What follows belongs to an exercise in optimizing a design on an open flow for small area; a production flow would make more cautious choices. In this exercise RTL edits were held to simulation tests only and were not proved equivalent to the original. Power figures rest on the tool's default switching activity, not on a simulated workload.

[flow/run.sh]
#!/bin/bash
# synth_recipe.tcl (not shown) runs the flow's synth.tcl, then flattens the netlist and writes it again
# the make line also repeats each setting of config.mk as NAME=value (left out here)
make -C /OpenROAD-flow-scripts/flow DESIGN_CONFIG=/design/flow/config.mk WORK_HOME=/design/flow/orfs CLKGATE_MAP_FILE= SYNTH_SCRIPT=/design/flow/synth_recipe.tcl finish
[flow/config.mk]
export PLATFORM = sky130hd
export DESIGN_NAME = lis3dh_spi_target
export DESIGN_NICKNAME = lis3dh_spi_target
export VERILOG_FILES = /design/flow/design.v
export SDC_FILE = /design/flow/constraint.sdc
export NUM_CORES = 4
export LEC_CHECK = 0
export CAP_MARGIN = 20
export CORE_MARGIN = 2
export CORE_UTILIZATION = 40
export SLEW_MARGIN = 20
[flow/constraint.sdc]
create_clock -name core_clock -period 10.0 [get_ports {clk}]
set_input_delay 2.0000 -clock core_clock [delete_from_list [all_inputs] [get_ports {clk}]]
set_output_delay 2.0000 -clock core_clock [all_outputs]
set_load 0.01 [all_outputs]
[flow/design.v]
module lis3dh_spi_target #(
  parameter logic [5:0]  WHOAMI_ADDR = 6'h0F,
  parameter logic [7:0]  WHOAMI_VAL  = 8'h33,
  parameter int unsigned SYNC_STAGES = 2
) (
  input  logic       clk,
  input  logic       reset_n,
  input  logic       cs_n,
  input  logic       spc,
  input  logic       sdi,
  output logic       sdo,
  output logic       sdo_oe,
  input  logic       upd_en,
  input  logic [5:0] upd_addr,
  input  logic [7:0] upd_data,
  output logic       wr_strobe,
  output logic [5:0] wr_addr,
  output logic [7:0] wr_data,
  output logic       busy,
  output logic       frame_done
);
  localparam logic [1:0] ST_IDLE = 2'd0;
  localparam logic [1:0] ST_CMD  = 2'd1;
  localparam logic [1:0] ST_DATA = 2'd2;
  logic [SYNC_STAGES-1:0] cs_sync, spc_sync, sdi_sync;
  logic       cs_s, spc_s, sdi_s, spc_d, rise, fall;
  logic [1:0] state;
  logic [2:0] bit_cnt;
  logic [6:0] cmd_sr, rx_sr;
  logic       rw, ms;
  logic [5:0] addr, cmd_addr, addr_next, tx_addr;
  logic [7:0] tx_byte, tx_val, rx_byte;
  logic       byte_done, spi_we;
  logic [7:0] regs [64];
  always_ff @(posedge clk or negedge reset_n) begin
    if (!reset_n) begin
      cs_sync  <= '1;
      spc_sync <= '1;
      sdi_sync <= '0;
      spc_d    <= 1'b1;
    end else begin
      cs_sync  <= {cs_sync[SYNC_STAGES-2:0], cs_n};
      spc_sync <= {spc_sync[SYNC_STAGES-2:0], spc};
      sdi_sync <= {sdi_sync[SYNC_STAGES-2:0], sdi};
      spc_d    <= spc_s;
    end
  end
  assign cs_s  = cs_sync[SYNC_STAGES-1];
  assign spc_s = spc_sync[SYNC_STAGES-1];
  assign sdi_s = sdi_sync[SYNC_STAGES-1];
  assign rise  = spc_s & ~spc_d;
  assign fall  = ~spc_s & spc_d;
  assign busy  = (state != ST_IDLE);
  always_comb begin
    cmd_addr  = {cmd_sr[4:0], sdi_s};
    rx_byte   = {rx_sr, sdi_s};
    addr_next = ms ? addr + 6'd1 : addr;
    tx_addr   = (state == ST_CMD) ? cmd_addr : addr_next;
    tx_val    = (tx_addr == WHOAMI_ADDR) ? WHOAMI_VAL : regs[tx_addr];
    byte_done = !cs_s && (state == ST_DATA) && rise && (bit_cnt == 3'd7);
    spi_we    = byte_done && !rw && (addr != WHOAMI_ADDR);
  end
  always_ff @(posedge clk or negedge reset_n) begin
    if (!reset_n) begin
      for (int unsigned i = 0; i < 64; i++) regs[i] <= '0;
    end else begin
      if (upd_en && (upd_addr != WHOAMI_ADDR)) regs[upd_addr] <= upd_data;
      if (spi_we) regs[addr] <= rx_byte;
    end
  end
  always_ff @(posedge clk or negedge reset_n) begin
    if (!reset_n) begin
      state      <= ST_IDLE;
      bit_cnt    <= '0;
      cmd_sr     <= '0;
      rx_sr      <= '0;
      rw         <= 1'b0;
      ms         <= 1'b0;
      addr       <= '0;
      tx_byte    <= '0;
      sdo        <= 1'b0;
      sdo_oe     <= 1'b0;
      wr_strobe  <= 1'b0;
      wr_addr    <= '0;
      wr_data    <= '0;
      frame_done <= 1'b0;
    end else begin
      wr_strobe  <= spi_we;
      frame_done <= 1'b0;
      if (spi_we) begin
        wr_addr <= addr;
        wr_data <= rx_byte;
      end
      if (cs_s) begin
        state      <= ST_IDLE;
        bit_cnt    <= '0;
        sdo        <= 1'b0;
        sdo_oe     <= 1'b0;
        frame_done <= (state != ST_IDLE);
      end else begin
        case (state)
          ST_IDLE: begin
            state   <= ST_CMD;
            bit_cnt <= '0;
          end
          ST_CMD: begin
            if (rise) begin
              cmd_sr  <= {cmd_sr[5:0], sdi_s};
              bit_cnt <= bit_cnt + 3'd1;
              if (bit_cnt == 3'd7) begin
                rw      <= cmd_sr[6];
                ms      <= cmd_sr[5];
                addr    <= cmd_addr;
                bit_cnt <= '0;
                state   <= ST_DATA;
                if (cmd_sr[6]) tx_byte <= tx_val;
              end
            end
          end
          ST_DATA: begin
            if (rise) begin
              rx_sr   <= {rx_sr[5:0], sdi_s};
              bit_cnt <= bit_cnt + 3'd1;
            end
            if (byte_done) begin
              addr <= addr_next;
              if (rw) tx_byte <= tx_val;
            end
            if (fall && rw) begin
              sdo_oe <= 1'b1;
              sdo    <= tx_byte[3'd7 - bit_cnt];
            end
          end
          default: state <= ST_IDLE;
        endcase
      end
    end
  end
endmodule
==> run summary <==
==> flip-flops by register name (all words and copies together), names as in the netlist, 2 cells and up <==
register and count:
addr 6, bit_cnt 3, cmd_sr 7, cs_sync 2
regs 504, rx_sr 7, sdi_sync 2, spc_sync 2
state 2, tx_byte 8, wr_addr 6, wr_data 8
==> worst reg2reg max path: cells and delay by family, from the launching register on <==
kind	cells	cell delay, ns
AO/OA/AOI/OAI	4	1.39
adder cells (fa/ha/maj)	1	0.16
buffers and inverters	4	1.23
flip-flops	1	0.38
multiplexers	1	1.00
AND/OR/NAND/NOR	2	0.81
==> report_power, final <==
group / total (mW) / leakage (nW) / internal, mW / switching [mW]
Combinational: 1.99 / 8.60 / 0.620 / 1.37
Clock: 2.28 / 0.967 / 1.29 / 0.997
Sequential: 2.81 / 5.70 / 2.57 / 0.241
Total: 7.08 / 15.3 / 4.47 / 2.61
==> routing by layer <==
layer  wire length, microns  share of wire  vias up
li1                       -              -    11488
met1                  52800           0.41    13327
met2                  52900           0.41     1887
met3                  16400           0.13      423
met4                   7870          0.061        8
met5                     60        0.00046        -
==> path summary, 6_finish.rpt <==
kind	cells past startpoint	start	end	slack (ns)
max	12	state[1]	tx_byte[3]	4.92
min	0	sdi_sync[0]	sdi_sync[1]	0.35
max reg2reg	12	state[1]	tx_byte[3]	4.92
min reg2reg	0	sdi_sync[0]	sdi_sync[1]	0.35
max in group asynchronous	2	reset_n	rx_sr[1]	7.00
min in group asynchronous	1	reset_n	regs[38][6]	1.41
==> cell type report <==
cell class	count	area [sq um]	area share
Antenna cell	7	17.5	0.000516
Clock buffer	93	1810	0.0532
Clock inverter	16	144	0.00423
Inverter	18	67.6	0.00199
Multi-Input combinational cell	2373	15600	0.459
Sequential cell	564	14100	0.416
Tap cell	1030	1290	0.0379
Timing Repair Buffer	109	903	0.0266
==> cell families (layout without fill, tap and decap cells) <==
logic type      Yosys count  count (layout)
xor+xnor                  3               3
fa+ha+maj                10              10
mux                     555             555
buf+inv                 321             236
other cells               0               7
compound gates          882             882
flops                   564             564
simple gates            923             923
==> through the flow <==
| stage | utilization | total power [mW] | setup WS (ns) | area, sq um | hold WS [ns] |
|---|---|---|---|---|---|
| after floorplan | - | 3.82 | 6.27 | 30700 | 0.331 |
| after global placement | 0.421 | 4.71 | 5.00 | 32000 | 0.344 |
| after detailed placement | 0.421 | 4.73 | 5.18 | 32000 | 0.338 |
| after CTS | 0.446 | 6.98 | 5.17 | 34000 | 0.358 |
| after global routing | 0.446 | 7.24 | 4.85 | 34000 | 0.360 |
| final | 0.447 | 7.08 | 4.92 | 34000 | 0.354 |
==> layout by cell type (no fill, tap or decap), drive strengths merged, types with 25 or more instances in the layout <==
cell type      count
a21oi            390
o21ai            180
mux2i            515
nand2            289
mux2              38
buf               80
a32oi             25
clkbuf            93
a22oi             75
nand3             75
a222oi            40
clkdlybuf4s50     29
a22o              31
nor2             408
and3              30
dfrtp            559
==> run summary <==
core area=76,100 sq um; fin crit share=0.508; leakage=15.3 nW; most common cell in the synthesized netlist=dfrtp_1; met3 GRT Util=0.107; Yosys reg bits=564; number of I/O pins=39; clk sinks=564; row count=101; ranking of synthesized cells by area=dfrtp_1 (45%), mux2i_1 (17%), a21oi_1 (6.3%); XOR/XNOR Fraction of Synth Area=0.00146; Final ANT Viol Nets=0; type of origin of the critical path=flip-flop; crit path kind=flip-flop to flip-flop; Final Setup Violations=0; area of the mapped netlist=30,700 sq um; slowest CP cell=mux2_2; first drt pass iteration count=8; HPWL after DPL=81.0 mm; first-pass GRT wire length=186 mm; Global Route Usage Sum=0.326; Hold-fix buffers, CTS=0; max_cap viols=0; CP Capture Type=flip-flop; PostCTS Resize Cnt=0; clk buf depth=3; sequential cell area fraction in the yosys report=0.459; CTS buffer count=61; Die Ht=281 microns; Slew HR=0.119; # DRC=0; WP data required=10.53 ns; top post-synthesis cells by count=dfrtp_1 (559), mux2i_1 (515), nor2_1 (406); Syn Area/Cell=9.44 sq um; gr busiest metal=met2; layout cell share with drive strength beyond 1=0.0927; crit-path cells=inv_1 > ha_1 > buf_4 > clkinv_1 > mux2_2 > nor4_2 > buf_4 > a32oi_1 > o2bb2ai_1 > or4_1 > a2111o_1 > o32a_1; ys flop type=dfrtp_1; fin cells=4,210; final hold viol count=0; antenna violations before repair=8; post-synth cell types=95; pin count of the biggest net entering global routing=149; DP Cell Count=4,094; largest family of logic cells by synthesized area=multiplexers; status=timing/DRC/antenna clean; via count=27,133; VDD IR max=0.000152 V; DR vias/cell=6.44; P per Cell Area=208 nW/um^2; CTS tree=built; clock skew=0.0281 ns; Setup TNS Final=0 ns; Buffers on Ports=38; CP bufs+invs=4; worst slew pin tran=1.32 ns; number of global-route vias before repair=24,891; setup bufs post-CTS=0; yosys warns=2; total grt overflow=0; Die Span X=281 microns; CP peak stage delay=1.00 ns; worst min-delay path class=flip-flop to flip-flop; die footprint=79,100 sq um; drt first-iter violations=4,035; CP top delay family=compound AO/OA/AOI/OAI gates; met2 Track Usage GR=0.452; Slew Limit Fails=0; Critical Path Most Common Cell=buf_4; clock root buffer=clkbuf_16; final wirelength=130 mm; Worst-path clk slew=0.06 ns; Synthesized Nets=3,288; Yosys top cell area share=0.455; Post-synth EDFFs=0; met1 capacity usage during global routing=0.448; CP Max Fanout=37; Peak Freq=0.197 GHz; H-tree levels=2; Post-Syn Instances=3,258; async set-reset flop share out of synthesis=1.00; fin nets=3,157; Post-Synth Simple-Gate Area=0.132; Arr. time, crit path=5.61 ns; area delta synth->final=10.5%; fill cell count=7,338; RSZ-0062 raised after global routing=false; initial core utilization=0.404; post-synth top area cell=dfrtp_1; clk latency of the worst-skew pair=0.66 ns; crit path time final=5.08 ns; multiplexer share of the synthesized area=0.183; WL/cell=30.9 microns; Placer Congestion=1.07; Adder-Cell Fraction of Synth Area=0.00407; Synth Area in Compound Gates=0.179

==> static timing again, ports no longer ideal <==
The flow's constraints put no driver on any port. The routed layout listed below was extracted and timed again, unchanged, in two steps. Step 1 (the two cells are an assumption about what drives the block):
set clk [get_ports {clk}]
set_driving_cell -lib_cell sky130_fd_sc_hd__clkbuf_16 $clk
set_driving_cell -lib_cell sky130_fd_sc_hd__buf_2 [delete_from_list [all_inputs] $clk]
Step 2, shift: input delay + t, output delay - t, t = (earliest + latest rising clock arrival at the registers) / 2. This alone moves slack from input paths to output paths. a / b / c = ideal / step 1 / step 2; a / b = the first two.
t, ns: 0.711
setup WS [ns]: 4.920 / 4.920 / 4.920
worst setup path at the end: register to register
worst data-port slew with drivers (ns): 0.06
After both steps setup and hold are still met in this run. For this run, drivers alone change the setup slack by 0.000 ns; drivers and shift together by 0.000 ns.
